Context: an optimization exercise on an open-source flow, tuned for small area, a short achievable clock period and few clock cycles. The choices shown serve that exercise and are no tape-out recipe.
The RTL was checked by simulation tests, not by an equivalence proof against the original design.
No driver is modelled on the clock port, so clocking that relies on it looks cheaper here than on a real chip.
Power is estimated from default activity; no workload was simulated.

$ cat flow/flow/run.sh
#!/bin/bash
set -euo pipefail
here=$(pwd)
cat >> config.mk <<'EOF'
export BUFFER_PORTS_ARGS = -buffer_cell sky130_fd_sc_hd__buf_4
export SETUP_SLACK_MARGIN = 8.2
EOF
res=$here/orfs/results/sky130hd/tl_responder/base
bash standard.sh "$res/3_3_place_gp.odb" > make_place_gp.log 2>&1
cp "$res/3_3_place_gp.odb" "$here/3_3_place_gp.orig.odb"
ODB_IN="$here/3_3_place_gp.orig.odb" ODB_OUT="$res/3_3_place_gp.odb" \
  openroad -no_init -exit "$here/flow/move_obufs.tcl" > move_obufs.log 2>&1
rm -f "$here/3_3_place_gp.orig.odb"
bash standard.sh > make_finish.log 2>&1
$ cat flow/flow/move_obufs.tcl
# Move each output port's buffer next to the flip-flop that drives it, so that
# the flip-flop sees a short wire and the (stronger) buffer drives the long
# wire to the pin. Reads and writes the global placement result.
read_db $::env(ODB_IN)
set block [ord::get_db_block]
set moved 0
foreach bterm [$block getBTerms] {
  if {[$bterm getIoType] ne "OUTPUT"} { continue }
  set net [$bterm getNet]
  if {$net eq "NULL"} { continue }
  set buf ""
  foreach it [$net getITerms] {
    if {[$it isOutputSignal]} { set buf [$it getInst] }
  }
  if {$buf eq ""} { continue }
  # the buffer's input net and its driver
  set drv ""
  foreach it [$buf getITerms] {
    if {[$it isInputSignal]} {
      set in_net [$it getNet]
      if {$in_net eq "NULL"} { continue }
      foreach it2 [$in_net getITerms] {
        if {[$it2 isOutputSignal]} { set drv [$it2 getInst] }
      }
    }
  }
  if {$drv eq ""} { continue }
  set loc [$drv getLocation]
  set x [expr {[lindex $loc 0] + [[$drv getMaster] getWidth]}]
  $buf setLocation $x [lindex $loc 1]
  $buf setPlacementStatus PLACED
  incr moved
}
puts "move_obufs: moved $moved output buffers"
write_db $::env(ODB_OUT)
$ cat flow/standard.sh
#!/bin/bash
# synth_recipe.tcl (not shown) runs the flow's synth.tcl, then flattens the netlist and writes it again
# the make line also repeats each setting of config.mk as NAME=value (left out here)
make -C /OpenROAD-flow-scripts/flow DESIGN_CONFIG=/design/flow/config.mk WORK_HOME=/design/flow/orfs CLKGATE_MAP_FILE= SYNTH_SCRIPT=/design/flow/synth_recipe.tcl "${@:-finish}"
$ cat flow/config.mk
export PLATFORM = sky130hd
export DESIGN_NAME = tl_responder
export DESIGN_NICKNAME = tl_responder
export VERILOG_FILES = /design/flow/design.v
export SDC_FILE = /design/flow/constraint.sdc
export NUM_CORES = 4
export LEC_CHECK = 0
export CAP_MARGIN = 20
export CORE_MARGIN = 2
export CORE_UTILIZATION = 60
export CTS_CLUSTER_DIAMETER = 100
export CTS_CLUSTER_SIZE = 30
export PLACE_DENSITY = 0.7
export SLEW_MARGIN = 20
export SYNTH_MEMORY_MAX_BITS = 16384
export BUFFER_PORTS_ARGS = -buffer_cell sky130_fd_sc_hd__buf_4
export SETUP_SLACK_MARGIN = 8.2
$ cat flow/constraint.sdc
create_clock -name core_clock -period 12.0 [get_ports {clock}]
set_input_delay 2.4000 -clock core_clock [delete_from_list [all_inputs] [get_ports {clock}]]
set_output_delay 2.4000 -clock core_clock [all_outputs]
set_load 0.01 [all_outputs]
$ cat flow/design.v
`default_nettype none
package tl_pkg;
	localparam int addr_width = 32;
	typedef logic [addr_width-1:0] addr_t;
	typedef logic [2:0] opcode_t;
	typedef logic [3:0] size_t;     
	typedef logic [0:0] source_t;
	localparam opcode_t op_put_full    = 3'd0;
	localparam opcode_t op_put_partial = 3'd1;
	localparam opcode_t op_arithmetic  = 3'd2;
	localparam opcode_t op_logical     = 3'd3;
	localparam opcode_t op_get         = 3'd4;
	localparam opcode_t op_intent      = 3'd5;
	localparam opcode_t op_access_ack      = 3'd0;
	localparam opcode_t op_access_ack_data = 3'd1;
	typedef enum logic [2:0] {
		region_none,
		region_debug,
		region_error_dev,
		region_rom,
		region_clint,
		region_plic,
		region_mmio,
		region_dtim
	} region_e;
	typedef struct packed {
		logic readable;
		logic writable;
	} perm_t;
	localparam int    region_count = 8;
	localparam addr_t dtim_base    = 32'h8000_0000;
	localparam perm_t perm_no = 2'b00;   
	localparam perm_t perm_ro = 2'b10;
	localparam perm_t perm_rw = 2'b11;
	localparam logic [region_count*addr_width-1:0] region_base = {
		dtim_base,    32'h6000_0000, 32'h0c00_0000, 32'h0200_0000,
		32'h0001_0000, 32'h0000_3000, 32'h0000_0000, 32'h0000_0000
	};
	localparam logic [region_count*addr_width-1:0] region_limit = {
		dtim_base + 32'h4000, 32'h8000_0000, 32'h1000_0000, 32'h0201_0000,
		32'h0002_0000,        32'h0000_4000, 32'h0000_1000, 32'h0000_0000
	};
	localparam logic [region_count*2-1:0] region_perm = {
		perm_rw, perm_rw, perm_rw, perm_rw, perm_ro, perm_rw, perm_rw, perm_no
	};
	localparam int reset_hold_cycles = 5;
endpackage
`default_nettype wire
`timescale 1ns/1ns
`default_nettype none
module reset_stretch (
	input  logic clock,
	input  logic reset,
	output logic int_reset
);
	localparam int hold_w = $clog2(tl_pkg::reset_hold_cycles + 1);
	logic [hold_w-1:0] hold_count;
	always_ff @(posedge clock) begin
		if (reset)
			hold_count <= hold_w'(tl_pkg::reset_hold_cycles);
		else if (hold_count != '0)
			hold_count <= hold_count - 1'b1;
	end
	assign int_reset = reset || hold_count != '0;   
endmodule
`default_nettype wire
`timescale 1ns/1ns
`default_nettype none
module pma_check (
	input  tl_pkg::addr_t req_address,
	input  tl_pkg::size_t req_size,
	output logic          aligned,
	output logic          carry12,
	input  logic [19:0]   page,       
	input  tl_pkg::size_t size,
	input  logic          page_carry,
	input  logic          page_aligned,
	input  logic          write,
	output logic          allowed,
	output logic          in_ram
);
	logic [12:0] ones_from;    
	logic [12:0] any_below;    
	logic [3:0]  step;         
	logic [4:0]  low_sum;      
	logic        ovf;          
	logic [19:0] p;
	logic        first_r, first_w, first_dtim;
	logic        last_debug, last_error, last_rom, last_clint;
	logic        last_plic, last_mmio, last_dtim;
	logic        last_r, last_w;
	function automatic logic [2:0] perm_of(input logic [19:0] pg);
		logic rw, ro, dt;
		dt = pg[19:2] == 18'h2_0000;
		rw = pg == 20'h0_0000                  
		  || pg == 20'h0_0003                  
		  || pg[19:4] == 16'h0200              
		  || pg[19:14] == 6'b0000_11           
		  || pg[19:17] == 3'b011               
		  || dt;
		ro = pg[19:4] == 16'h0001;             
		perm_of = {rw || ro, rw, dt};
	endfunction
	always_comb begin
		case (req_size)
			4'd0:    aligned = 1'b1;
			4'd1:    aligned = !req_address[0];
			default: aligned = req_address[1:0] == 2'b00;
		endcase
		for (int j = 0; j <= 12; j++) begin
			ones_from[j] = 1'b1;
			any_below[j] = 1'b0;
			for (int k = 0; k < 12; k++) begin
				if (k >= j) ones_from[j] = ones_from[j] & req_address[k];
				if (k < j)  any_below[j] = any_below[j] | req_address[k];
			end
		end
		carry12 = req_size >= 4'd12 ? any_below[12]
			: ones_from[req_size[3:0]] & any_below[req_size[3:0]];
	end
	always_comb begin
		p = page;
		case (size)
			4'd13:   step = 4'd1 + 4'(page_carry);
			4'd14:   step = 4'd3 + 4'(page_carry);
			4'd15:   step = 4'd7 + 4'(page_carry);
			default: step = 4'(page_carry);
		endcase
		low_sum = {1'b0, p[3:0]} + {1'b0, step};
		ovf     = low_sum[4];
		{first_r, first_w, first_dtim} = perm_of(p);
		last_debug = p[19:4] == 16'h0000 && !ovf && low_sum[3:0] == 4'h0;
		last_error = p[19:4] == 16'h0000 && !ovf && low_sum[3:0] == 4'h3;
		last_rom   = ovf ? p[19:4] == 16'h0000 : p[19:4] == 16'h0001;
		last_clint = ovf ? p[19:4] == 16'h01ff : p[19:4] == 16'h0200;
		last_plic  = (ovf && p[13:4] == 10'h3ff) ? p[19:14] == 6'b0000_10 : p[19:14] == 6'b0000_11;
		last_mmio  = (ovf && p[16:4] == 13'h1fff) ? p[19:17] == 3'b010 : p[19:17] == 3'b011;
		last_dtim  = (ovf ? p[19:4] == 16'h7fff : p[19:4] == 16'h8000) && low_sum[3:2] == 2'b00;
		last_w = last_debug || last_error || last_clint || last_plic || last_mmio || last_dtim;
		last_r = last_w || last_rom;
		allowed = page_aligned && (write ? (first_w && last_w) : (first_r && last_r));
		in_ram  = first_dtim && last_dtim;
	end
endmodule
`default_nettype wire
`timescale 1ns/1ns
`default_nettype none
module tl_sequencer (
	input  logic            clock,
	input  logic            reset,
	output logic            a_ready,
	input  logic            a_valid,
	input  tl_pkg::opcode_t a_opcode,
	input  tl_pkg::size_t   a_size,
	input  tl_pkg::source_t a_source,
	input  tl_pkg::addr_t   a_address,
	input  logic [3:0]      a_mask,
	input  logic [31:0]     a_data,
	input  logic            d_ready,
	output logic            d_valid,
	output tl_pkg::opcode_t d_opcode,
	output tl_pkg::size_t   d_size,
	output tl_pkg::source_t d_source,
	output logic            d_denied,
	output logic            d_corrupt,
	output logic [31:0]     d_data,
	output tl_pkg::addr_t   req_address,
	output tl_pkg::size_t   req_size,
	input  logic            req_aligned,
	input  logic            req_carry12,
	output logic [19:0]     chk_page,
	output tl_pkg::size_t   chk_size,
	output logic            chk_carry,
	output logic            chk_aligned,
	output logic            chk_write,
	input  logic            allowed,
	input  logic            in_ram,
	output logic            ram_write,
	output logic [7:0]      ram_wrow,
	output logic [15:0]     ram_wcol,
	output logic [31:0]     ram_wdata,
	output logic [3:0]      ram_wmask,
	output logic [7:0]      ram_rrow,
	output logic [15:0]     ram_rcol,
	input  logic [31:0]     ram_rdata
);
	logic            av;
	logic            a_get;      
	logic            a_put;      
	logic [19:0]     a_page;     
	logic            a_c12;      
	logic            a_aln;      
	logic            a_wr;       
	tl_pkg::size_t   a_sz;
	tl_pkg::source_t a_src;
	logic [7:0]      a_row;      
	logic [15:0]     a_col;      
	logic [3:0]      a_msk;
	logic [31:0]     a_dat;
	logic            bv;
	logic            b_last;
	logic [12:0]     b_rem;      
	logic [7:0]      b_row;      
	logic [15:0]     b_col;      
	logic            b_data_op;  
	logic            b_denied;
	logic            b_corrupt;
	tl_pkg::size_t   b_sz;
	tl_pkg::source_t b_src;
	logic            dv;
	logic            sv;
	logic [39:0]     s_beat;
	logic [39:0]     d_beat;
	logic            rdy;
	logic            a_fire;
	logic            b_free;
	logic            take;
	logic            take_n;
	logic            wr_in;      
	logic            a_wr_n;
	logic            we;         
	logic            issue;
	logic            av_n;
	logic            bv_n;
	logic            b_last_n;
	logic            sv_n;
	logic            get_ok;
	logic [12:0]     rem_load;
	logic [39:0]     beat;
	assign b_free = !bv || (b_last && !sv);
	assign take   = av && b_free;
	assign a_fire = rdy && a_valid;
	assign req_address = a_address;
	assign req_size    = a_size;
	always_ff @(posedge clock)
		if (a_fire) begin
			a_get  <= a_opcode == tl_pkg::op_get;
			a_put  <= a_opcode == tl_pkg::op_put_full;
			a_page <= a_address[31:12];
			a_c12  <= req_carry12;
			a_aln  <= req_aligned;
			a_wr   <= wr_in;
			a_sz   <= a_size;
			a_src  <= a_source;
			a_row  <= 8'(1) << a_address[8:6];
			a_col  <= 16'(1) << a_address[5:2];
			a_msk  <= a_mask;
			a_dat  <= a_data;
		end
	assign wr_in = a_opcode == tl_pkg::op_put_full && a_size <= 4'd2 && req_aligned
		&& a_address[31:14] == 18'h2_0000;
	assign chk_page    = a_page;
	assign chk_size    = a_sz;
	assign chk_carry   = a_c12;
	assign chk_aligned = a_aln;
	assign chk_write   = a_put;
	assign get_ok = a_get && allowed;
	always_comb begin
		rem_load = '0;
		if (a_sz > 4'd2)
			rem_load = 13'((32'd1 << (a_sz - 4'd2)) - 32'd1);
	end
	assign ram_write  = we;
	assign ram_wrow   = a_row;
	assign ram_wcol   = a_col;
	assign ram_wdata  = a_dat;
	assign ram_wmask  = a_msk;
	assign issue = bv && !sv;
	always_ff @(posedge clock) begin
		if (take) begin
			b_rem     <= rem_load;
			b_row     <= (get_ok && in_ram) ? a_row : 8'd0;
			b_col     <= a_col;
			b_data_op <= a_get;
			b_denied  <= a_get ? !allowed : !(a_put && allowed && a_sz <= 4'd2);
			b_corrupt <= a_get && !allowed;
			b_sz      <= a_sz;
			b_src     <= a_src;
		end else if (issue) begin
			b_rem <= b_rem - 13'd1;
			b_col <= {b_col[14:0], b_col[15]};
			if (b_col[15])
				b_row <= {b_row[6:0], b_row[7]};
		end
	end
	assign ram_rrow = b_row;
	assign ram_rcol = b_col;
	assign beat = {b_data_op, b_sz, b_src, b_denied, b_corrupt, ram_rdata};
	always_ff @(posedge clock) begin
		if (!sv)
			s_beat <= beat;
		if (!dv || d_ready)
			d_beat <= sv ? s_beat : beat;
	end
	always_comb begin
		av_n     = a_fire || (av && !take);
		bv_n     = take || (bv && !(issue && b_last));
		b_last_n = take ? !(get_ok && a_sz > 4'd2) : (issue ? b_rem == 13'd1 : b_last);
		sv_n     = dv && !d_ready && (sv || issue);
		a_wr_n   = a_fire ? wr_in : a_wr;
		take_n   = av_n && (!bv_n || (b_last_n && !sv_n));
	end
	always_ff @(posedge clock) begin
		if (reset) begin
			av     <= 1'b0;
			bv     <= 1'b0;
			dv     <= 1'b0;
			sv     <= 1'b0;
			rdy    <= 1'b1;
			b_last <= 1'b1;
			we     <= 1'b0;
		end else begin
			av     <= av_n;
			bv     <= bv_n;
			b_last <= b_last_n;
			dv     <= (dv && !d_ready) || sv || issue;
			sv     <= sv_n;
			we     <= take_n && a_wr_n;
			rdy    <= !av_n || !bv_n || (b_last_n && !sv_n);
		end
	end
	assign a_ready   = rdy;
	assign d_valid   = dv;
	assign d_opcode  = {2'b00, d_beat[39]};
	assign d_size    = d_beat[38:35];
	assign d_source  = d_beat[34];
	assign d_denied  = d_beat[33];
	assign d_corrupt = d_beat[32];
	assign d_data    = d_beat[31:0];
endmodule
`default_nettype wire
`timescale 1ns/1ns
`default_nettype none
module backing_ram (
	input  logic        clock,
	input  logic        ram_write,
	input  logic [7:0]  ram_wrow,
	input  logic [15:0] ram_wcol,
	input  logic [31:0] ram_wdata,
	input  logic [3:0]  ram_wmask,
	input  logic [7:0]  ram_rrow,
	input  logic [15:0] ram_rcol,
	output logic [31:0] ram_rdata
);
	logic [31:0] rterm [128];
	logic [7:0]  wrow;
	logic [63:0] wcol;    
	always_comb begin
		for (int r = 0; r < 8; r++)
			wrow[r] = ram_write && ram_wrow[r];
		for (int c = 0; c < 16; c++)
			for (int b = 0; b < 4; b++)
				wcol[c*4+b] = ram_wcol[c] && ram_wmask[b];
	end
	for (genvar w = 0; w < 128; w++) begin : g_word
		logic [31:0] word;
		always_ff @(posedge clock)
			for (int b = 0; b < 4; b++)
				if (wrow[w/16] && wcol[(w%16)*4+b])
					word[b*8 +: 8] <= ram_wdata[b*8 +: 8];
		assign rterm[w] = word & {32{ram_rcol[w%16]}};
	end
	logic [31:0] rrow [8];
	always_comb begin
		ram_rdata = '0;
		for (int r = 0; r < 8; r++) begin
			rrow[r] = '0;
			for (int c = 0; c < 16; c++)
				rrow[r] = rrow[r] | rterm[r*16+c];
			ram_rdata = ram_rdata | (rrow[r] & {32{ram_rrow[r]}});
		end
	end
endmodule
`default_nettype wire
`timescale 1ns/1ns
`default_nettype none
module tl_responder #(
	parameter int data_width = 32,
	parameter int ram_words  = 128
) (
	input  logic                    clock,
	input  logic                    reset,
	output logic                    a_ready,
	input  logic                    a_valid,
	input  tl_pkg::opcode_t         a_opcode,
	input  tl_pkg::size_t           a_size,
	input  tl_pkg::source_t         a_source,
	input  tl_pkg::addr_t           a_address,
	input  logic [data_width/8-1:0] a_mask,
	input  logic [data_width-1:0]   a_data,
	input  logic                    d_ready,
	output logic                    d_valid,
	output tl_pkg::opcode_t         d_opcode,
	output tl_pkg::size_t           d_size,
	output tl_pkg::source_t         d_source,
	output logic                    d_denied,
	output logic                    d_corrupt,
	output logic [data_width-1:0]   d_data
);
	tl_pkg::addr_t req_address;
	tl_pkg::size_t req_size;
	logic          req_aligned;
	logic          req_carry12;
	logic [19:0]   chk_page;
	tl_pkg::size_t chk_size;
	logic          chk_carry;
	logic          chk_aligned;
	logic          chk_write;
	logic          allowed;
	logic          in_ram;
	logic          ram_write;
	logic [7:0]    ram_wrow;
	logic [15:0]   ram_wcol;
	logic [31:0]   ram_wdata;
	logic [3:0]    ram_wmask;
	logic [7:0]    ram_rrow;
	logic [15:0]   ram_rcol;
	logic [31:0]   ram_rdata;
	tl_sequencer tl_sequencer_i (
		.clock       (clock),
		.reset       (reset),
		.a_ready     (a_ready),
		.a_valid     (a_valid),
		.a_opcode    (a_opcode),
		.a_size      (a_size),
		.a_source    (a_source),
		.a_address   (a_address),
		.a_mask      (a_mask),
		.a_data      (a_data),
		.d_ready     (d_ready),
		.d_valid     (d_valid),
		.d_opcode    (d_opcode),
		.d_size      (d_size),
		.d_source    (d_source),
		.d_denied    (d_denied),
		.d_corrupt   (d_corrupt),
		.d_data      (d_data),
		.req_address (req_address),
		.req_size    (req_size),
		.req_aligned (req_aligned),
		.req_carry12 (req_carry12),
		.chk_page    (chk_page),
		.chk_size    (chk_size),
		.chk_carry   (chk_carry),
		.chk_aligned (chk_aligned),
		.chk_write   (chk_write),
		.allowed     (allowed),
		.in_ram      (in_ram),
		.ram_write   (ram_write),
		.ram_wrow    (ram_wrow),
		.ram_wcol    (ram_wcol),
		.ram_wdata   (ram_wdata),
		.ram_wmask   (ram_wmask),
		.ram_rrow    (ram_rrow),
		.ram_rcol    (ram_rcol),
		.ram_rdata   (ram_rdata)
	);
	pma_check pma_check_i (
		.req_address  (req_address),
		.req_size     (req_size),
		.aligned      (req_aligned),
		.carry12      (req_carry12),
		.page         (chk_page),
		.size         (chk_size),
		.page_carry   (chk_carry),
		.page_aligned (chk_aligned),
		.write        (chk_write),
		.allowed      (allowed),
		.in_ram       (in_ram)
	);
	backing_ram backing_ram_i (
		.clock      (clock),
		.ram_write  (ram_write),
		.ram_wrow   (ram_wrow),
		.ram_wcol   (ram_wcol),
		.ram_wdata  (ram_wdata),
		.ram_wmask  (ram_wmask),
		.ram_rrow   (ram_rrow),
		.ram_rcol   (ram_rcol),
		.ram_rdata  (ram_rdata)
	);
endmodule
`default_nettype wire
==> summary.txt, run 1 <==
# TYPE chip_impl_metric gauge
chip_impl_metric{name="via_count",unit=""} 88400
chip_impl_metric{name="setup_violations",unit=""} 0
chip_impl_info{name="path_class",value="reg2out"} 1
chip_impl_metric{name="core_area",unit="um2"} 260000
chip_impl_metric{name="hold-worst-slack",unit="ns"} 0.450
chip_impl_metric{name="slew_viol_final",unit=""} 0
chip_impl_metric{name="clkLatencyLatePin",unit="ns"} 0.91
chip_impl_info{name="tritoncts",value="built"} 1
chip_impl_metric{name="reg2reg_depth",unit=""} 8
chip_impl_metric{name="path_buf_inv",unit=""} 1
chip_impl_metric{name="worstPathArrival",unit="ns"} 1.51
chip_impl_metric{name="totalPowerFinal",unit="mW"} 25.3
chip_impl_info{name="crit_path_start",value="tl_sequencer_i.d_beat[4]"} 1
chip_impl_metric{name="clkSinkCount",unit=""} 4318
chip_impl_metric{name="placement_rows",unit=""} 187
chip_impl_metric{name="timing.critical_path.slowest_cell_delay",unit="ns"} 0.40
chip_impl_metric{name="reg2reg_setup_slack",unit="ns"} 8.18
chip_impl_metric{name="detail_route.wl_per_cell",unit="um"} 38.4
chip_impl_metric{name="route.final.wire_length",unit="mm"} 452
chip_impl_info{name="min_path_type",value="reg2reg"} 1
chip_impl_metric{name="numPortBuffers",unit=""} 121
chip_impl_metric{name="antenna_violations_before_repair",unit=""} 9
chip_impl_info{name="critical_path.slowest_cell",value="edfxtp_1"} 1
chip_impl_info{name="status",value="no timing/DRC/antenna violations"} 1
chip_impl_metric{name="dp.cells",unit=""} 11500
chip_impl_metric{name="post_layout_nonfiller_instances",unit=""} 11800
chip_impl_metric{name="dp_worst_setup_slack",unit="ns"} 7.42
chip_impl_metric{name="drc",unit=""} 0
chip_impl_metric{name="timing.fmax",unit="GHz"} 0.256
chip_impl_metric{name="leakage",unit="nW"} 50.5
chip_impl_metric{name="final_area",unit="um2"} 166000
chip_impl_metric{name="setup-tns-final",unit="ns"} 0
chip_impl_metric{name="floorplan.initialDensity",unit="%"} 60.3
chip_impl_info{name="critical_path.endpoint",value="d_data[4]"} 1
chip_impl_metric{name="route.antenna.remaining_nets",unit=""} 0
chip_impl_metric{name="skew",unit="ns"} 0.0324
chip_impl_metric{name="cp.depth",unit=""} 1
chip_impl_metric{name="post_route_cells_drive_above_1_share",unit="%"} 6.73
chip_impl_info{name="worstPathCellList",value="buf_6"} 1
chip_impl_info{name="setup_repair_after_global_routing_missed_its_margin",value="yes"} 1
chip_impl_metric{name="postSynthAreaPerCell",unit="um2"} 18.6
chip_impl_metric{name="ios",unit=""} 124
chip_impl_metric{name="detail_route.vias_per_cell",unit=""} 7.50
chip_impl_metric{name="synth_cell_type_count",unit=""} 63
chip_impl_info{name="timing.critical_path.from_type",value="register"} 1
chip_impl_metric{name="maximum_number_of_pins_on_one_net_before_global_route_repair",unit=""} 130
chip_impl_info{name="clockRootBuffer",value="clkbuf_16"} 1
chip_impl_metric{name="timing.max_slew.rel_slack",unit="%"} 16.0
chip_impl_metric{name="number_of_max_cap_violations",unit=""} 0
chip_impl_metric{name="timing.final.hold_violations",unit=""} 0
chip_impl_metric{name="drtIter0Drc",unit=""} 15200
chip_impl_metric{name="dp_hpwl",unit="mm"} 251
chip_impl_metric{name="cts_buffers",unit=""} 162
chip_impl_metric{name="finalNetCount",unit=""} 8389
chip_impl_metric{name="post-route-min-period",unit="ns"} 3.91
chip_impl_metric{name="cts_buffer_depth",unit=""} 3
chip_impl_metric{name="htree_num_levels",unit=""} 4
chip_impl_info{name="reg2reg_from",value="tl_sequencer_i.b_col[15]"} 1
chip_impl_metric{name="worst_ep_required_time",unit="ns"} 9.60
chip_impl_metric{name="postPlaceCellArea",unit="um2"} 161000
chip_impl_metric{name="synth_seq_cells",unit=""} 4318
chip_impl_metric{name="clkTransAtPathRegs",unit="ns"} 0.12
chip_impl_metric{name="grt_first_pass_wirelength",unit="mm"} 632
chip_impl_metric{name="number_of_global_route_vias_before_repair",unit=""} 83900
chip_impl_metric{name="syn_to_final_growth",unit="%"} 6.09
chip_impl_metric{name="die_width",unit="um"} 515
chip_impl_metric{name="layout_worst_path_cycle_share",unit="%"} 32.6
chip_impl_metric{name="overflow",unit=""} 0
chip_impl_metric{name="synth_enable_flop_cells",unit=""} 4270
chip_impl_metric{name="worst-slew-pin-transition",unit="ns"} 1.26
chip_impl_metric{name="post_synthesis_instance_area",unit="um2"} 157000
chip_impl_metric{name="vdd_drop_max",unit="mV"} 0.185
chip_impl_metric{name="gr-usage-all-layers",unit="%"} 33.8
chip_impl_info{name="regToRegEndpoint",value="tl_sequencer_i.d_beat[22]"} 1
chip_impl_metric{name="post_layout_utilization_of_the_core",unit="%"} 64.0
chip_impl_metric{name="fin_ws",unit="ns"} 8.09
chip_impl_metric{name="power_per_cell_area",unit="nW/um2"} 152
chip_impl_metric{name="synth-async-reset-ratio",unit="%"} 0
chip_impl_metric{name="seq_area_frac_synth",unit="%"} 82.4
chip_impl_metric{name="globalplace.congestion",unit=""} 0.852
chip_impl_metric{name="die-area",unit="um2"} 265000
chip_impl_metric{name="post_synthesis_cell_count",unit=""} 8415
chip_impl_metric{name="crit_path_max_fanout",unit=""} 1
chip_impl_metric{name="dr.pass1.iters",unit=""} 6
chip_impl_info{name="ys.flop_type",value="edfxtp_1"} 1
chip_impl_info{name="worstSetupEndpointType",value="primary output"} 1
chip_impl_metric{name="cts_hold_buffers",unit=""} 0
chip_impl_info{name="critical_path.top_delay_family",value="flip-flops"} 1
chip_impl_metric{name="yosysWarningCount",unit=""} 5
chip_impl_metric{name="die_height",unit="um"} 515
synthesized netlist by cell type (all sizes together) (12+ instances only):
library cell,number,area (um2)
o21ai,72,360
inv,19,71.3
a221oi,873,7650
mux2,38,428
nor4,16,113
edfxtp,4270,128000
nand4,294,1840
nand2,150,566
nor2,547,2050
xnor2,12,105
clkbuf,405,1520
nor3,27,135
buf,167,644
a22oi,401,3010
a22o,882,7720
dfxtp,48,961
nand3,74,370
a21oi,22,110
cells in the final DEF (no fill, tap or decap), drive strengths merged, types with 3 or more instances in the layout:
cell / netlist / final
ha: 8 / 8
nand2b: 9 / 9
nor4: 16 / 16
diode: 0 / 6
a221oi: 873 / 873
nor3b: 4 / 4
a2111oi: 3 / 3
and3: 5 / 5
nand3: 74 / 74
xnor2: 12 / 12
nand4: 294 / 294
a211oi: 5 / 5
a22oi: 401 / 401
a31oi: 4 / 4
a21oi: 22 / 22
mux2: 38 / 38
dfxtp: 48 / 48
xor2: 4 / 4
clkbuf: 405 / 237
nor2b: 3 / 3
nor3: 27 / 27
o21ai: 72 / 72
or3: 4 / 4
nor2: 547 / 547
o22ai: 9 / 9
and2: 6 / 6
nand2: 150 / 150
edfxtp: 4270 / 4270
or2: 4 / 4
buf: 167 / 292
inv: 19 / 22
a22o: 882 / 882
routing by layer:
metal,share of wire (%),GRT usage (%)
met1,36,47.3
met2,46,52.0
met3,14,8.34
met4,4.5,13.0
met5,0.0091,0
flip-flops by register name, indices dropped and copies added (netlist names), 4 cells and up:
name and cells:
backing_ram_i.g_word.word 4096, tl_sequencer_i.a_col 16, tl_sequencer_i.a_dat 32, tl_sequencer_i.a_msk 4
tl_sequencer_i.a_page 20, tl_sequencer_i.a_row 8, tl_sequencer_i.a_sz 4, tl_sequencer_i.b_col 16
tl_sequencer_i.b_rem 13, tl_sequencer_i.b_row 8, tl_sequencer_i.b_sz 4, tl_sequencer_i.d_beat 40
tl_sequencer_i.s_beat 40
kinds of logic (layout without fill, tap and decap cells):
family | after synthesis | in the layout | share of synthesized area (%)
mux | 39 | 39 | 0.279
fa+ha+maj | 11 | 11 | 0.0894
xor+xnor | 16 | 16 | 0.0894
buf+inv | 591 | 554 | 1.43
flops | 4318 | 4318 | 82.4
compound gates | 2287 | 2287 | 12.2
simple gates | 1152 | 1152 | 3.44
other cells | 1 | 8 | 0.00239
area by class of cell:
cell class	instances	area, um2
Clock inverter	6	70.1
Antenna cell	6	15.0
Timing Repair Buffer	292	2620
Tap cell	3402	4260
Sequential cell	4318	129000
Multi-Input combinational cell	3507	25500
Clock buffer	237	4510
Inverter	19	75.1
Fill cell	17300	93500
how the worst min path moves through the flow:
stage                          from                    to  cells past startpoint
6_report       tl_sequencer_i.a_src  tl_sequencer_i.b_src                      0
5_1_grt        tl_sequencer_i.a_src  tl_sequencer_i.b_src                      0
4_1_cts        tl_sequencer_i.a_src  tl_sequencer_i.b_src                      0
3_5_place_dp   tl_sequencer_i.a_src  tl_sequencer_i.b_src                      0
3_3_place_gp   tl_sequencer_i.a_src  tl_sequencer_i.b_src                      0
2_1_floorplan  tl_sequencer_i.a_src  tl_sequencer_i.b_src                      0
report_power, final:
group / internal (mW) / leakage [nW] / total, mW / switching, mW
Sequential: 16.6 / 38.8 / 16.7 / 0.0642
Clock: 2.65 / 2.20 / 6.98 / 4.33
Combinational: 0.396 / 9.42 / 1.63 / 1.23
timing repair:
action	4_1_cts	5_1_grt
pin swaps	0	4
buffers inserted	6	10
endpoints found under the setup margin	84	67
gates resized for setup	50	15
Testbench counts, summed over its fixed seeds: cycles 50,337.
==> run 2, diff against run 1 <==
--- a/flow/flow/move_obufs.tcl
+++ b/flow/flow/move_obufs.tcl
@@ -1,6 +1,7 @@
 # Move each output port's buffer next to the flip-flop that drives it, so that
 # the flip-flop sees a short wire and the (stronger) buffer drives the long
-# wire to the pin. Reads and writes the global placement result.
+# wire to the pin; then place the pins again for the new buffer locations.
+# Reads and writes the global placement result.
 read_db $::env(ODB_IN)
 set block [ord::get_db_block]
 set moved 0
@@ -32,4 +33,6 @@
   incr moved
 }
 puts "move_obufs: moved $moved output buffers"
+# Place the pins again, now next to the moved buffers
+place_pins -hor_layers met3 -ver_layers met2
 write_db $::env(ODB_OUT)
==> run 2 against run 1 <==
Core utilization is essentially flat. Global-route usage shrank 0.37 points. Critical path depth is the same. Hold slack better by 0.0024 ns. Design area about the same. Clock-buffer cell count is the same. Sequential cell count unchanged. Combinational power barely moved. Clock power hardly changed. Critical endpoint is now d_data[13]. Largest power group unchanged.
==> summary.txt, run 2 <==
# TYPE chip_impl_metric gauge
chip_impl_info{name="status",value="no timing/DRC/antenna violations"} 1
chip_impl_metric{name="timing.critical_path.slowest_cell_delay",unit="ns"} 0.42
chip_impl_metric{name="timing.final.hold_violations",unit=""} 0
chip_impl_metric{name="die_width",unit="um"} 515
chip_impl_metric{name="antenna_violations_before_repair",unit=""} 13
chip_impl_metric{name="flip_flop_count_of_the_largest_register_after_layout",unit=""} 4096
chip_impl_metric{name="seq_area_frac_synth",unit="%"} 82.4
chip_impl_metric{name="post_synthesis_cell_count",unit=""} 8415
chip_impl_metric{name="core_area",unit="um2"} 260000
chip_impl_metric{name="sequential_group_share_of_total_power",unit="%"} 65.9
chip_impl_metric{name="numPortBuffers",unit=""} 121
chip_impl_metric{name="global_route.usage.met2",unit="%"} 50.9
chip_impl_metric{name="grt_util_met1",unit="%"} 47.3
chip_impl_metric{name="synth_simple_gate_area_share",unit="%"} 3.44
chip_impl_metric{name="post_synthesis_instance_area",unit="um2"} 157000
chip_impl_metric{name="dp_hpwl",unit="mm"} 248
chip_impl_metric{name="worstPathArrival",unit="ns"} 1.49
chip_impl_info{name="ys.flop_type",value="edfxtp_1"} 1
chip_impl_metric{name="crit_path_max_fanout",unit=""} 1
chip_impl_metric{name="htree_num_levels",unit=""} 4
chip_impl_metric{name="switching_power",unit="mW"} 5.61
chip_impl_metric{name="timing.max_slew.rel_slack",unit="%"} 17.5
chip_impl_metric{name="placement_rows",unit=""} 187
chip_impl_metric{name="grt_use_met3",unit="%"} 8.02
chip_impl_metric{name="switching_share",unit="%"} 22.2
chip_impl_metric{name="post_route_cells_drive_above_1_share",unit="%"} 6.69
chip_impl_metric{name="slew_viol_final",unit=""} 0
chip_impl_metric{name="worst-slew-pin-transition",unit="ns"} 1.23
chip_impl_info{name="post-synth-top-area-cell",value="edfxtp_1"} 1
chip_impl_metric{name="setup_violations",unit=""} 0
chip_impl_info{name="setup_repair_after_global_routing_missed_its_margin",value="yes"} 1
chip_impl_metric{name="detail_route.wl_per_cell",unit="um"} 38.1
chip_impl_metric{name="reg2reg_depth",unit=""} 8
chip_impl_metric{name="detail_route.vias_per_cell",unit=""} 7.50
chip_impl_info{name="layout.cells.most_common",value="edfxtp_1"} 1
chip_impl_info{name="path_class",value="reg2out"} 1
chip_impl_metric{name="die_height",unit="um"} 515
chip_impl_metric{name="cts_buffers",unit=""} 162
chip_impl_metric{name="synth_mux_area_share",unit="%"} 0.279
chip_impl_info{name="clockRootBuffer",value="clkbuf_16"} 1
chip_impl_metric{name="cp.depth",unit=""} 1
chip_impl_metric{name="grt_first_pass_wirelength",unit="mm"} 627
chip_impl_metric{name="synth_seq_cells",unit=""} 4318
chip_impl_metric{name="post-route-min-period",unit="ns"} 3.89
chip_impl_metric{name="number_of_global_route_vias_before_repair",unit=""} 83600
chip_impl_metric{name="ios",unit=""} 124
chip_impl_metric{name="die-area",unit="um2"} 265000
chip_impl_info{name="critical_path.top_delay_family",value="flip-flops"} 1
chip_impl_metric{name="overflow",unit=""} 0
chip_impl_metric{name="postSynthAreaPerCell",unit="um2"} 18.6
chip_impl_metric{name="vdd_drop_max",unit="mV"} 0.130
chip_impl_info{name="biggestRegsByFlops",value="backing_ram_i.g_word.word: 4096 flops, tl_sequencer_i.d_beat: 40 flops, tl_sequencer_i.s_beat: 40 flops"} 1
chip_impl_metric{name="cts_buffer_depth",unit=""} 3
chip_impl_metric{name="synth_compound_area_share",unit="%"} 12.2
chip_impl_metric{name="synth_enable_flop_cells",unit=""} 4270
chip_impl_metric{name="setup-tns-final",unit="ns"} 0
chip_impl_metric{name="drtIter0Drc",unit=""} 15500
chip_impl_metric{name="path_buf_inv",unit=""} 1
chip_impl_metric{name="cts_hold_buffers",unit=""} 0
chip_impl_metric{name="timing.fmax",unit="GHz"} 0.257
chip_impl_info{name="worstPathCellList",value="buf_6"} 1
chip_impl_metric{name="power_per_cell_area",unit="nW/um2"} 152
chip_impl_info{name="commonest_cells_after_routing_fill_and_taps_aside",value="edfxtp_1, a22o_1, a221oi_1, nor2_1, a22oi_1"} 1
chip_impl_metric{name="leakage",unit="nW"} 50.5
chip_impl_info{name="synth.most_common_cell",value="edfxtp_1"} 1
chip_impl_metric{name="finalNetCount",unit=""} 8388
chip_impl_info{name="min_path_type",value="reg2reg"} 1
chip_impl_info{name="tritoncts",value="built"} 1
chip_impl_info{name="critical_path.slowest_cell",value="edfxtp_1"} 1
chip_impl_metric{name="dr.pass1.iters",unit=""} 7
chip_impl_metric{name="hold-worst-slack",unit="ns"} 0.453
chip_impl_metric{name="synth-async-reset-ratio",unit="%"} 0
chip_impl_metric{name="post_layout_utilization_of_the_core",unit="%"} 64.0
chip_impl_info{name="top_register",value="backing_ram_i.g_word.word"} 1
chip_impl_metric{name="maximum_number_of_pins_on_one_net_before_global_route_repair",unit=""} 130
chip_impl_metric{name="layout_worst_path_cycle_share",unit="%"} 32.4
chip_impl_metric{name="worstHoldPathCells",unit=""} 0
chip_impl_metric{name="syn_to_final_growth",unit="%"} 6.10
chip_impl_metric{name="synth_cell_type_count",unit=""} 63
chip_impl_metric{name="clkLatencyLatePin",unit="ns"} 0.91
chip_impl_metric{name="yosysWarningCount",unit=""} 5
chip_impl_metric{name="post_synth_fa_ha_maj_area_fraction",unit="%"} 0.0894
chip_impl_metric{name="number_of_max_cap_violations",unit=""} 0
chip_impl_info{name="synth_top_family_by_area",value="compound AO/OA/AOI/OAI gates"} 1
chip_impl_metric{name="worst_ep_required_time",unit="ns"} 9.60
chip_impl_metric{name="clkTransAtPathRegs",unit="ns"} 0.12
chip_impl_metric{name="synth_xor_area_share",unit="%"} 0.0894
chip_impl_metric{name="route.final.wire_length",unit="mm"} 449
chip_impl_metric{name="power_frac_comb",unit="%"} 6.4
chip_impl_metric{name="gr-usage-all-layers",unit="%"} 33.4
chip_impl_metric{name="dp.cells",unit=""} 11500
chip_impl_metric{name="post_layout_nonfiller_instances",unit=""} 11800
chip_impl_metric{name="synth_top_cell_area_share",unit="%"} 81.8
chip_impl_metric{name="via_count",unit=""} 88400
chip_impl_info{name="worstSetupEndpointType",value="primary output"} 1
chip_impl_info{name="grt_busiest_layer",value="met2"} 1
chip_impl_metric{name="power_frac_clock",unit="%"} 27.7
chip_impl_metric{name="skew",unit="ns"} 0.0438
chip_impl_metric{name="floorplan.initialDensity",unit="%"} 60.3
chip_impl_metric{name="globalplace.congestion",unit=""} 0.852
chip_impl_info{name="synthTopCellsByArea",value="edfxtp_1, a22o_1, a221oi_1"} 1
chip_impl_metric{name="clkSinkCount",unit=""} 4318
chip_impl_info{name="synth.cells.most_frequent",value="edfxtp_1, a22o_1, a221oi_1"} 1
chip_impl_info{name="timing.critical_path.from_type",value="register"} 1
chip_impl_metric{name="p_int",unit="mW"} 19.7
chip_impl_metric{name="drc",unit=""} 0
chip_impl_metric{name="route.antenna.remaining_nets",unit=""} 0
==> run 2: layer usage <==
metal  wire length (um)  vias up
li1                   -    35100
met4              19000       12
met2             207000     7056
met1             160000    45200
met3              63000      929
met5                229        -
==> run 2: worst paths after layout <==
check	start	end	slack (ns)
min	tl_sequencer_i.a_src	tl_sequencer_i.b_src	0.45
max	tl_sequencer_i.d_beat[13]	d_data[13]	8.11
max reg2reg	tl_sequencer_i.b_col[4]	tl_sequencer_i.d_beat[15]	8.16
min reg2reg	tl_sequencer_i.a_src	tl_sequencer_i.b_src	0.45
==> run 2: worst register-to-register path: cells and delay by family, from the launching register on <==
kind	cells	cell delay [ns]
and+or+nand+nor	2	0.40
DFF	1	0.44
muxes	1	0.31
buffers and inverters	3	1.18
AOI/OAI and AO/OA	2	1.27
==> run 2: cell type report <==
class,count,area (um2)
multi-input cells,3507,25500
flip-flops and latches,4318,129000
repair buffers,291,2640
clock inverters,8,98.8
fillers,17400,93400
inverters,19,75.1
well taps,3402,4260
diodes,8,20.0
clock buffers,237,4510
==> run 2: power groups by stage <==
| stage | Sequential (mW) | Clock (mW) | Combinational (mW) |
|---|---|---|---|
| 2_1_floorplan | 17.1 | 0 | 0.749 |
| 3_3_place_gp | 17.0 | 0 | 1.53 |
| 3_5_place_dp | 17.0 | 0 | 1.56 |
| 4_1_cts | 16.7 | 6.94 | 1.57 |
| 5_1_grt | 16.7 | 7.39 | 1.67 |
| 6_report | 16.7 | 6.99 | 1.63 |
==> run 2: logic make-up after synthesis <==
family          count (synthesis)
mux                            39
compound gates               2287
buf+inv                       591
flops                        4318
other cells                     1
xor+xnor                       16
simple gates                 1152
fa+ha+maj                      11
==> run 2: repair_timing <==
item,in CTS,in global routing
setup buffers,6,8
cloned,0,1
gates resized for setup,50,11
pin swaps,0,4
endpoints found under the setup margin,83,66
==> run 2: stage by stage <==
stage	instance area, um2	power, mW	setup WS, ns
final	166000	25.3	8.11
after floorplan	157000	17.8	7.87
after global placement	161000	18.5	7.49
after CTS	166000	25.2	8.09
after global routing	166000	25.7	8.08
after detailed placement	161000	18.6	7.44
==> run 3, diff against run 2 <==
--- a/flow/design.v
+++ b/flow/design.v
@@ -207,9 +207,15 @@
 	logic            b_corrupt;
 	tl_pkg::size_t   b_sz;
 	tl_pkg::source_t b_src;
-	logic            dv;
-	logic            sv;
-	logic [39:0]     s_beat;
+	logic            dv;         
+	logic            sv;         
+	logic [39:0]     q_beat0;
+	logic [39:0]     q_beat1;
+	logic            q_wp;
+	logic            q_rp;
+	logic            q_rp_n;
+	logic            push;
+	logic            pop;
 	logic [39:0]     d_beat;
 	logic            rdy;
 	logic            a_fire;
@@ -286,11 +292,15 @@
 	assign ram_rrow = b_row;
 	assign ram_rcol = b_col;
 	assign beat = {b_data_op, b_sz, b_src, b_denied, b_corrupt, ram_rdata};
+	assign push   = issue;
+	assign pop    = dv && d_ready;
+	assign q_rp_n = q_rp ^ pop;
 	always_ff @(posedge clock) begin
-		if (!sv)
-			s_beat <= beat;
-		if (!dv || d_ready)
-			d_beat <= sv ? s_beat : beat;
+		if (push && !q_wp)
+			q_beat0 <= beat;
+		if (push && q_wp)
+			q_beat1 <= beat;
+		d_beat <= (push && q_wp == q_rp_n) ? beat : (q_rp_n ? q_beat1 : q_beat0);
 	end
 	always_comb begin
 		av_n     = a_fire || (av && !take);
@@ -306,6 +316,8 @@
 			bv     <= 1'b0;
 			dv     <= 1'b0;
 			sv     <= 1'b0;
+			q_wp   <= 1'b0;
+			q_rp   <= 1'b0;
 			rdy    <= 1'b1;
 			b_last <= 1'b1;
 			we     <= 1'b0;
@@ -315,6 +327,8 @@
 			b_last <= b_last_n;
 			dv     <= (dv && !d_ready) || sv || issue;
 			sv     <= sv_n;
+			q_wp   <= q_wp ^ push;
+			q_rp   <= q_rp_n;
 			we     <= take_n && a_wr_n;
 			rdy    <= !av_n || !bv_n || (b_last_n && !sv_n);
 		end
==> run 3 against run 2 <==
Maximum frequency is 1.5% higher. Core utilization is 0.097 points higher. Largest cell class unchanged. Combinational power hardly changed. Sequential share of layout area is 0.20 points lower. Design area is 1.2% higher. Cell count is 1.6% higher. Setup slack better by 0.059 ns. Still clean.
==> summary.txt, run 3 <==
# TYPE chip_impl_metric gauge
chip_impl_info{name="status",value="no timing/DRC/antenna violations"} 1
chip_impl_metric{name="route.met3.wl",unit="mm"} 60.5
chip_impl_metric{name="crit_path_max_fanout",unit=""} 47
chip_impl_metric{name="clkTransAtPathRegs",unit="ns"} 0.11
chip_impl_info{name="clockRootBuffer",value="clkbuf_16"} 1
chip_impl_metric{name="die-area",unit="um2"} 268000
chip_impl_metric{name="yosysWarningCount",unit=""} 5
chip_impl_metric{name="htree_num_levels",unit=""} 4
chip_impl_metric{name="synth_xor_area_share",unit="%"} 0.111
chip_impl_metric{name="power_frac_comb",unit="%"} 6.3
chip_impl_metric{name="synth_seq_cells",unit=""} 4360
chip_impl_metric{name="switching_share",unit="%"} 22.3
chip_impl_metric{name="clkLatencyLatePin",unit="ns"} 0.90
chip_impl_metric{name="worstPathArrival",unit="ns"} 4.62
chip_impl_metric{name="post-route-min-period",unit="ns"} 3.83
chip_impl_metric{name="timing.critical_path.slowest_cell_delay",unit="ns"} 0.46
chip_impl_metric{name="antenna_violations_before_repair",unit=""} 14
chip_impl_metric{name="post_route_cells_drive_above_1_share",unit="%"} 6.70
chip_impl_metric{name="layout_worst_path_cycle_share",unit="%"} 31.9
chip_impl_metric{name="synth-async-reset-ratio",unit="%"} 0
chip_impl_metric{name="post_layout_nonfiller_instances",unit=""} 12000
chip_impl_metric{name="dr_wl_met2",unit="mm"} 210
chip_impl_info{name="timing.critical_path.from_type",value="register"} 1
chip_impl_info{name="tritoncts",value="built"} 1
chip_impl_metric{name="gr-usage-all-layers",unit="%"} 33.2
chip_impl_metric{name="post_synth_fa_ha_maj_area_fraction",unit="%"} 0.0916
chip_impl_metric{name="grt_first_pass_wirelength",unit="mm"} 636
chip_impl_metric{name="synth_mux_area_share",unit="%"} 0.259
chip_impl_metric{name="postSynthAreaPerCell",unit="um2"} 18.6
chip_impl_metric{name="post_layout_utilization_of_the_core",unit="%"} 64.1
chip_impl_metric{name="leakage",unit="nW"} 51.3
chip_impl_metric{name="drtIter0Drc",unit=""} 15500
chip_impl_info{name="post-synth-top-area-cell",value="edfxtp_1"} 1
chip_impl_info{name="routed.top_layer",value="met5"} 1
chip_impl_info{name="synth_top_family_by_area",value="compound AO/OA/AOI/OAI gates"} 1
chip_impl_metric{name="worst-slew-pin-transition",unit="ns"} 1.25
chip_impl_metric{name="filler_cell_count",unit=""} 17600
chip_impl_metric{name="detail_route.vias_per_cell",unit=""} 7.44
chip_impl_info{name="synthTopCellsByArea",value="edfxtp_1, a22o_1, a221oi_1"} 1
chip_impl_metric{name="path_buf_inv",unit=""} 2
chip_impl_metric{name="skew",unit="ns"} 0.0614
chip_impl_metric{name="multiInputGateArea",unit="um2"} 26000
chip_impl_metric{name="numPortBuffers",unit=""} 121
chip_impl_metric{name="synth_cell_type_count",unit=""} 66
chip_impl_info{name="path_class",value="reg2reg"} 1
chip_impl_metric{name="worst_ep_required_time",unit="ns"} 12.79
chip_impl_metric{name="post_synthesis_cell_count",unit=""} 8505
chip_impl_info{name="worstPathCellList",value="buf_4, buf_4, a22o_1, a221oi_1, nand4_1, a22o_1, a221oi_2, nand4_1, o21a_1"} 1
chip_impl_metric{name="synth_top_cell_area_share",unit="%"} 81.7
chip_impl_metric{name="dp_worst_setup_slack",unit="ns"} 7.22
chip_impl_metric{name="dr.pass1.iters",unit=""} 7
chip_impl_info{name="min_path_type",value="reg2reg"} 1
chip_impl_info{name="synth.cells.most_frequent",value="edfxtp_1, a22o_1, a221oi_1"} 1
chip_impl_metric{name="placement_rows",unit=""} 188
chip_impl_metric{name="globalplace.congestion",unit=""} 0.881
chip_impl_metric{name="dp_hpwl",unit="mm"} 260
chip_impl_metric{name="setup_violations",unit=""} 0
chip_impl_info{name="setup_repair_after_global_routing_missed_its_margin",value="yes"} 1
chip_impl_metric{name="number_of_max_cap_violations",unit=""} 0
chip_impl_metric{name="finalNetCount",unit=""} 8496
chip_impl_metric{name="dp.cells",unit=""} 11700
chip_impl_metric{name="overflow",unit=""} 0
chip_impl_info{name="worstSetupEndpointType",value="register"} 1
chip_impl_metric{name="detail_route.wl_per_cell",unit="um"} 37.8
chip_impl_metric{name="cts_buffer_depth",unit=""} 3
chip_impl_metric{name="synth_simple_gate_area_share",unit="%"} 3.38
chip_impl_metric{name="setup-tns-final",unit="ns"} 0
chip_impl_metric{name="die_width",unit="um"} 518
chip_impl_metric{name="clkSinkCount",unit=""} 4360
chip_impl_metric{name="ios",unit=""} 124
chip_impl_info{name="critical_path.top_delay_family",value="compound AO/OA/AOI/OAI gates"} 1
chip_impl_metric{name="syn_to_final_growth",unit="%"} 6.22
chip_impl_metric{name="flip_flop_count_of_the_largest_register_after_layout",unit=""} 4096
chip_impl_metric{name="core_area",unit="um2"} 263000
chip_impl_metric{name="sequential_group_share_of_total_power",unit="%"} 66.1
chip_impl_metric{name="timing.fmax",unit="GHz"} 0.261
chip_impl_metric{name="synth_enable_flop_cells",unit=""} 4310
chip_impl_metric{name="p_int",unit="mW"} 19.8
chip_impl_metric{name="number_of_global_route_vias_before_repair",unit=""} 84400
chip_impl_metric{name="layout.area.seq",unit="um2"} 130000
chip_impl_metric{name="cts_buffers",unit=""} 165
chip_impl_info{name="ys.flop_type",value="edfxtp_1"} 1
chip_impl_metric{name="route.final.wire_length",unit="mm"} 453
chip_impl_metric{name="timing.max_slew.rel_slack",unit="%"} 16.4
chip_impl_metric{name="power_frac_clock",unit="%"} 27.7
chip_impl_metric{name="route.antenna.remaining_nets",unit=""} 0
chip_impl_metric{name="power_per_cell_area",unit="nW/um2"} 151
chip_impl_info{name="top_register",value="backing_ram_i.g_word.word"} 1
chip_impl_metric{name="maximum_number_of_pins_on_one_net_before_global_route_repair",unit=""} 117
chip_impl_metric{name="switching_power",unit="mW"} 5.68
chip_impl_metric{name="post_synthesis_instance_area",unit="um2"} 158000
chip_impl_metric{name="slew_viol_final",unit=""} 0
chip_impl_metric{name="drc",unit=""} 0
chip_impl_info{name="critical_path.slowest_cell",value="buf_4"} 1
chip_impl_info{name="synth.most_common_cell",value="edfxtp_1"} 1
chip_impl_info{name="commonest_cells_after_routing_fill_and_taps_aside",value="edfxtp_1, a22o_1, a221oi_1, nor2_1, nand4_1"} 1
chip_impl_metric{name="met1_length",unit="mm"} 162
chip_impl_metric{name="timing.final.hold_violations",unit=""} 0
chip_impl_metric{name="via_count",unit=""} 89200
chip_impl_metric{name="fin_ws",unit="ns"} 8.17
chip_impl_metric{name="synth_compound_area_share",unit="%"} 12.4
chip_impl_metric{name="floorplan.initialDensity",unit="%"} 60.4
chip_impl_metric{name="vdd_drop_max",unit="mV"} 0.187
chip_impl_info{name="layout.cells.most_common",value="edfxtp_1"} 1
chip_impl_metric{name="die_height",unit="um"} 518
chip_impl_metric{name="seq_area_frac_synth",unit="%"} 82.3
[run 3: cell types whose count changed after synthesis, sizes merged, moves of 5 or more]
cell    delta
inv        -5
buf       +10
a22oi    -151
nor2      +20
nand3     -37
o21ai     -29
mux2i     +40
edfxtp    +40
a21oi     +15
a22o      +86
nand2     +31
a221oi    +85
mux2      -38
o21a      +24
[run 3: final timing paths]
| kind | depth (start not counted) | end | from | slack [ns] |
|---|---|---|---|---|
| max | 9 | tl_sequencer_i.d_beat[29] | tl_sequencer_i.b_col[4] | 8.17 |
| min | 0 | tl_sequencer_i.b_src | tl_sequencer_i.a_src | 0.46 |
| max reg2reg | 9 | tl_sequencer_i.d_beat[29] | tl_sequencer_i.b_col[4] | 8.17 |
| min reg2reg | 0 | tl_sequencer_i.b_src | tl_sequencer_i.a_src | 0.46 |
[run 3: per-layer routing]
metal  global-route usage [%]  up-vias
met1                     46.7    45700
met2                     51.1     6973
li1                         -    35500
met3                     7.80      950
met5                        0        -
met4                     12.3        6
[run 3: what timing repair did]
action	CTS	global route
resized for setup	36	23
setup buffers	16	18
pin swaps	14	3
endpoints found under the hold margin	0	0
endpoints found under the setup margin	92	59
hold buffers	0	0
[run 3: cell families (layout without fill, tap and decap cells)]
logic type | count (synthesis) | in the layout
XOR/XNOR | 20 | 20
AO/OA/AOI/OAI | 2314 | 2314
flip-flops | 4360 | 4360
other | 1 | 16
AND/OR/NAND/NOR | 1160 | 1160
buffers and inverters | 598 | 544
adder cells (fa/ha/maj) | 11 | 11
multiplexers | 41 | 41
[run 3: power groups by stage]
stage | combinational (mW) | sequential [mW] | clock (mW)
4_1_cts | 1.55 | 16.8 | 6.97
3_3_place_gp | 1.51 | 17.2 | 0
2_1_floorplan | 0.734 | 17.2 | 0
3_5_place_dp | 1.54 | 17.2 | 0
5_1_grt | 1.64 | 16.8 | 7.44
6_report | 1.60 | 16.8 | 7.04
[run 3: metrics by stage]
step                      hold slack (ns)  cell area (um2)  total power [mW]
after CTS                           0.462           168000              25.3
after global routing                0.483           168000              25.9
final                               0.460           168000              25.4
after global placement              0.452           163000              18.7
after detailed placement            0.436           163000              18.7
after floorplan                     0.400           159000              18.0
[run 3: layout make-up]
cell class | count | share of cell area [%]
inverter | 15 | 0.0357
antenna | 14 | 0.0208
timing repair buffer | 315 | 1.65
multi-input combinational | 3548 | 15.4
sequential | 4360 | 77.5
clock buffer | 196 | 2.55
clock inverter | 18 | 0.184
tap | 3515 | 2.61
[run 3: worst reg2reg max path: stages, from the launching register on]
cell	delay (ns)
edfxtp_1	0.40
buf_4	0.38
buf_4	0.53
a22o_1	0.30
a221oi_1	0.43
nand4_1	0.30
a22o_1	0.36
a221oi_2	0.37
nand4_1	0.37
o21a_1	0.29
Testbench counts of run 3, summed over its fixed seeds: cycles 50,337.
==> run 4, diff against run 3 <==
--- a/flow/design.v
+++ b/flow/design.v
@@ -207,15 +207,9 @@
 	logic            b_corrupt;
 	tl_pkg::size_t   b_sz;
 	tl_pkg::source_t b_src;
-	logic            dv;         
-	logic            sv;         
-	logic [39:0]     q_beat0;
-	logic [39:0]     q_beat1;
-	logic            q_wp;
-	logic            q_rp;
-	logic            q_rp_n;
-	logic            push;
-	logic            pop;
+	logic            dv;
+	logic            sv;
+	logic [39:0]     s_beat;
 	logic [39:0]     d_beat;
 	logic            rdy;
 	logic            a_fire;
@@ -239,7 +233,7 @@
 	assign req_address = a_address;
 	assign req_size    = a_size;
 	always_ff @(posedge clock)
-		if (a_fire) begin
+		if (rdy) begin
 			a_get  <= a_opcode == tl_pkg::op_get;
 			a_put  <= a_opcode == tl_pkg::op_put_full;
 			a_page <= a_address[31:12];
@@ -292,15 +286,11 @@
 	assign ram_rrow = b_row;
 	assign ram_rcol = b_col;
 	assign beat = {b_data_op, b_sz, b_src, b_denied, b_corrupt, ram_rdata};
-	assign push   = issue;
-	assign pop    = dv && d_ready;
-	assign q_rp_n = q_rp ^ pop;
 	always_ff @(posedge clock) begin
-		if (push && !q_wp)
-			q_beat0 <= beat;
-		if (push && q_wp)
-			q_beat1 <= beat;
-		d_beat <= (push && q_wp == q_rp_n) ? beat : (q_rp_n ? q_beat1 : q_beat0);
+		if (!sv)
+			s_beat <= beat;
+		if (!dv || d_ready)
+			d_beat <= sv ? s_beat : beat;
 	end
 	always_comb begin
 		av_n     = a_fire || (av && !take);
@@ -316,8 +306,6 @@
 			bv     <= 1'b0;
 			dv     <= 1'b0;
 			sv     <= 1'b0;
-			q_wp   <= 1'b0;
-			q_rp   <= 1'b0;
 			rdy    <= 1'b1;
 			b_last <= 1'b1;
 			we     <= 1'b0;
@@ -327,8 +315,6 @@
 			b_last <= b_last_n;
 			dv     <= (dv && !d_ready) || sv || issue;
 			sv     <= sv_n;
-			q_wp   <= q_wp ^ push;
-			q_rp   <= q_rp_n;
 			we     <= take_n && a_wr_n;
 			rdy    <= !av_n || !bv_n || (b_last_n && !sv_n);
 		end
--- a/flow/flow/run.sh
+++ b/flow/flow/run.sh
@@ -5,6 +5,7 @@
 export BUFFER_PORTS_ARGS = -buffer_cell sky130_fd_sc_hd__buf_4
 export SETUP_SLACK_MARGIN = 8.2
 EOF
+echo "export POST_CTS_TCL = $here/flow/post_cts.tcl" >> config.mk
 res=$here/orfs/results/sky130hd/tl_responder/base
 bash standard.sh "$res/3_3_place_gp.odb" > make_place_gp.log 2>&1
 cp "$res/3_3_place_gp.odb" "$here/3_3_place_gp.orig.odb"
--- a/flow/flow/move_obufs.tcl
+++ b/flow/flow/move_obufs.tcl
@@ -1,7 +1,6 @@
 # Move each output port's buffer next to the flip-flop that drives it, so that
 # the flip-flop sees a short wire and the (stronger) buffer drives the long
-# wire to the pin; then place the pins again for the new buffer locations.
-# Reads and writes the global placement result.
+# wire to the pin. Reads and writes the global placement result.
 read_db $::env(ODB_IN)
 set block [ord::get_db_block]
 set moved 0
@@ -33,6 +32,4 @@
   incr moved
 }
 puts "move_obufs: moved $moved output buffers"
-# Place the pins again, now next to the moved buffers
-place_pins -hor_layers met3 -ver_layers met2
 write_db $::env(ODB_OUT)
==> flow/flow/post_cts.tcl (new file) <==
set block [ord::get_db_block]
set root [$block findInst clkbuf_0_clock]
if {$root ne "NULL"} {
  set master [$root getMaster]
  set in_net ""; set out_net ""
  foreach it [$root getITerms] {
    if {[$it isInputSignal]} { set in_net [$it getNet] }
    if {[$it isOutputSignal]} { set out_net [$it getNet] }
  }
  set rl [$root getLocation]
  set rx [lindex $rl 0]; set ry [lindex $rl 1]
  # the loads in order of their angle around the root, cut into four runs
  set keyed {}
  foreach it [$out_net getITerms] {
    if {[$it isInputSignal]} {
      set l [[$it getInst] getLocation]
      lappend keyed [list [expr {atan2([lindex $l 1] - $ry, [lindex $l 0] - $rx)}] $it]
    }
  }
  set keyed [lsort -real -index 0 $keyed]
  set n 4
  set per [expr {int(ceil([llength $keyed] / double($n)))}]
  for {set g 1} {$g < $n} {incr g} {
    set b [odb::dbInst_create $block $master "clkbuf_0_${g}_clock"]
    $b setLocation [expr {$rx + $g * [$master getWidth]}] $ry
    $b setPlacementStatus PLACED
    set net [odb::dbNet_create $block "clknet_0_${g}_clock"]
    $net setSigType CLOCK
    foreach it [$b getITerms] {
      if {[$it isInputSignal]} { $it connect $in_net }
      if {[$it isOutputSignal]} { $it connect $net }
    }
    foreach k [lrange $keyed [expr {$g * $per}] [expr {($g + 1) * $per - 1}]] {
      set it [lindex $k 1]
      $it disconnect
      $it connect $net
    }
  }
  puts "post_cts: [llength $keyed] root loads split over $n root buffers"
  detailed_placement
  estimate_parasitics -placement
  repair_timing_helper
  detailed_placement
  check_placement -verbose
  report_clock_latency -clock core_clock
}
--- a/flow/config.mk
+++ b/flow/config.mk
@@ -15,3 +15,4 @@
 export SYNTH_MEMORY_MAX_BITS = 16384
 export BUFFER_PORTS_ARGS = -buffer_cell sky130_fd_sc_hd__buf_4
 export SETUP_SLACK_MARGIN = 8.2
+export POST_CTS_TCL = /design/flow/flow/post_cts.tcl
==> run 4 against run 3 <==
Critical endpoint is now tl_sequencer_i.d_beat[3]. Die area down 0.70%. Setup slack about the same. Hold slack worse by 0.036 ns. Critical path depth down 2.
==> summary.txt, run 4 <==
# TYPE chip_impl_metric gauge
chip_impl_info{name="status",value="no timing/DRC/antenna violations"} 1
chip_impl_metric{name="slew_viol_final",unit=""} 0
chip_impl_metric{name="synth_cell_type_count",unit=""} 56
chip_impl_metric{name="post_route_cells_drive_above_1_share",unit="%"} 6.87
chip_impl_metric{name="leakage",unit="nW"} 50.4
chip_impl_metric{name="timing.max_slew.rel_slack",unit="%"} 17.6
chip_impl_metric{name="detail_route.wl_per_cell",unit="um"} 38.0
chip_impl_metric{name="vdd_drop_max",unit="mV"} 0.144
chip_impl_metric{name="synth_enable_flop_cells",unit=""} 4271
chip_impl_metric{name="number_of_max_cap_violations",unit=""} 0
chip_impl_metric{name="postSynthAreaPerCell",unit="um2"} 18.6
chip_impl_metric{name="seq_area_frac_synth",unit="%"} 82.1
chip_impl_metric{name="clkLatencyLatePin",unit="ns"} 0.66
chip_impl_info{name="critical_path.slowest_cell",value="o21ai_0"} 1
chip_impl_metric{name="antenna_violations_before_repair",unit=""} 7
chip_impl_metric{name="via_count",unit=""} 88500
chip_impl_metric{name="global_route.usage.met2",unit="%"} 51.5
chip_impl_metric{name="synth-async-reset-ratio",unit="%"} 0
chip_impl_info{name="grt_busiest_layer",value="met2"} 1
chip_impl_metric{name="path_buf_inv",unit=""} 2
chip_impl_metric{name="number_of_global_route_vias_before_repair",unit=""} 85100
chip_impl_metric{name="power_per_cell_area",unit="nW/um2"} 153
chip_impl_metric{name="totalPowerFinal",unit="mW"} 25.4
chip_impl_metric{name="skew",unit="ns"} 0.0536
chip_impl_metric{name="worst-slew-pin-transition",unit="ns"} 1.23
chip_impl_metric{name="drtIter0Drc",unit=""} 15300
chip_impl_metric{name="timing.critical_path.slowest_cell_delay",unit="ns"} 0.65
chip_impl_metric{name="filler_cell_count",unit=""} 17800
chip_impl_metric{name="post_synthesis_cell_count",unit=""} 8447
chip_impl_info{name="min_path_type",value="reg2reg"} 1
chip_impl_metric{name="post_synthesis_instance_area",unit="um2"} 157000
chip_impl_metric{name="globalplace.congestion",unit=""} 0.865
chip_impl_info{name="top_register",value="backing_ram_i.g_word.word"} 1
chip_impl_metric{name="dr.pass1.iters",unit=""} 7
chip_impl_metric{name="grt_use_met3",unit="%"} 8.20
chip_impl_metric{name="crit_path_max_fanout",unit=""} 96
chip_impl_info{name="path_class",value="reg2reg"} 1
chip_impl_metric{name="maximum_number_of_pins_on_one_net_before_global_route_repair",unit=""} 115
chip_impl_metric{name="die_width",unit="um"} 516
chip_impl_metric{name="route.antenna.remaining_nets",unit=""} 0
chip_impl_info{name="reg2reg_from",value="tl_sequencer_i.b_col[0]"} 1
chip_impl_metric{name="timing.fmax",unit="GHz"} 0.261
chip_impl_metric{name="finalNetCount",unit=""} 8431
chip_impl_info{name="crit_path_start",value="tl_sequencer_i.b_col[0]"} 1
chip_impl_metric{name="die-area",unit="um2"} 266000
chip_impl_metric{name="drc",unit=""} 0
chip_impl_info{name="worstSetupEndpointType",value="register"} 1
chip_impl_metric{name="layout_worst_path_cycle_share",unit="%"} 31.9
chip_impl_info{name="tritoncts",value="built"} 1
run 4: worst paths after layout:
check,to,slack [ns],cells past startpoint
min,tl_sequencer_i.b_src,0.42,0
min reg2reg,tl_sequencer_i.b_src,0.42,0
max reg2reg,tl_sequencer_i.d_beat[3],8.17,7
max,tl_sequencer_i.d_beat[3],8.17,7
run 4: cell type report, clock buffers not listed:
type                       instances  area [um2]  area share, %
sequential                      4318      129000           77.5
multi-input combinational       3544       25500           15.3
tap                             3515        4400           2.64
timing repair buffer             295        2700           1.62
clock inverter                    12         150         0.0901
buffer                             3        75.1         0.0450
inverter                          16        60.1         0.0360
antenna                            6        15.0        0.00901
run 4: kinds of logic after synthesis:
family | count (synthesis) | synth area share [%]
xor+xnor | 16 | 0.0891
buf+inv | 586 | 1.77
fa+ha+maj | 11 | 0.0891
other cells | 1 | 0.00238
mux | 38 | 0.271
flops | 4318 | 82.1
compound gates | 2300 | 12.2
simple gates | 1177 | 3.52
run 4: per-stage QoR:
stage / utilization [%] / std cells / instance area [um2] / hold WS (ns) / setup slack (ns)
global route: 63.7 / 11900 / 167000 / 0.425 / 8.20
global placement: 61.7 / 11700 / 162000 / 0.411 / 7.84
detailed placement: 61.8 / 11700 / 162000 / 0.422 / 7.88
floorplan: - / 8448 / 157000 / 0.400 / 8.03
finish: 63.7 / 12000 / 167000 / 0.424 / 8.17
run 4: layer usage:
layer / wire (um) / vias up
li1: - / 35200
met1: 162000 / 45400
met2: 208000 / 6888
met3: 61300 / 996
met4: 22500 / 8
met5: 54 / -
run 4: report_power, final:
group | internal, mW | switching, mW | leakage [nW]
clock | 2.73 | 4.40 | 2.29
sequential | 16.6 | 0.0567 | 38.9
combinational | 0.397 | 1.23 | 9.15
Testbench counts of run 4, summed over its fixed seeds: cycles 50,337.

re-timing with driven ports:
Ports are ideal in the flow. The routed layouts listed here were re-timed in OpenROAD. Step 1 sets driving cells, clkbuf_16 on the clock port and buf_2 on the other inputs (assumed; they add their load-dependent delay and slew). Step 2 also shifts input and output timing later by t, the mid clock arrival at the registers, as if the neighbouring blocks saw the same clock. Slacks: no drivers / after step 1 / after step 2; pairs: no drivers / after step 1.
run | t (ns) | setup slack, ns | worst setup path at the end | worst slew at a driven data input, ns | pins driven straight from the clock port
run 1 | 0.998 | 8.088 / 7.990 / 7.442 | input to register | 0.13 | 1
run 2 | 1.002 | 8.113 / 8.000 / 7.470 | input to register | 0.06 | 1
run 3 | 0.970 | 8.172 / 8.123 / 7.566 | input to register | 0.16 | 1
run 4 | 0.775 | 8.172 / 8.172 / 7.878 | input to register | 0.12 | 4
After both steps setup and hold are still met in every run listed. For run 1, which loses most, drivers alone change the setup slack by -0.098 ns; drivers and shift together by -0.646 ns.
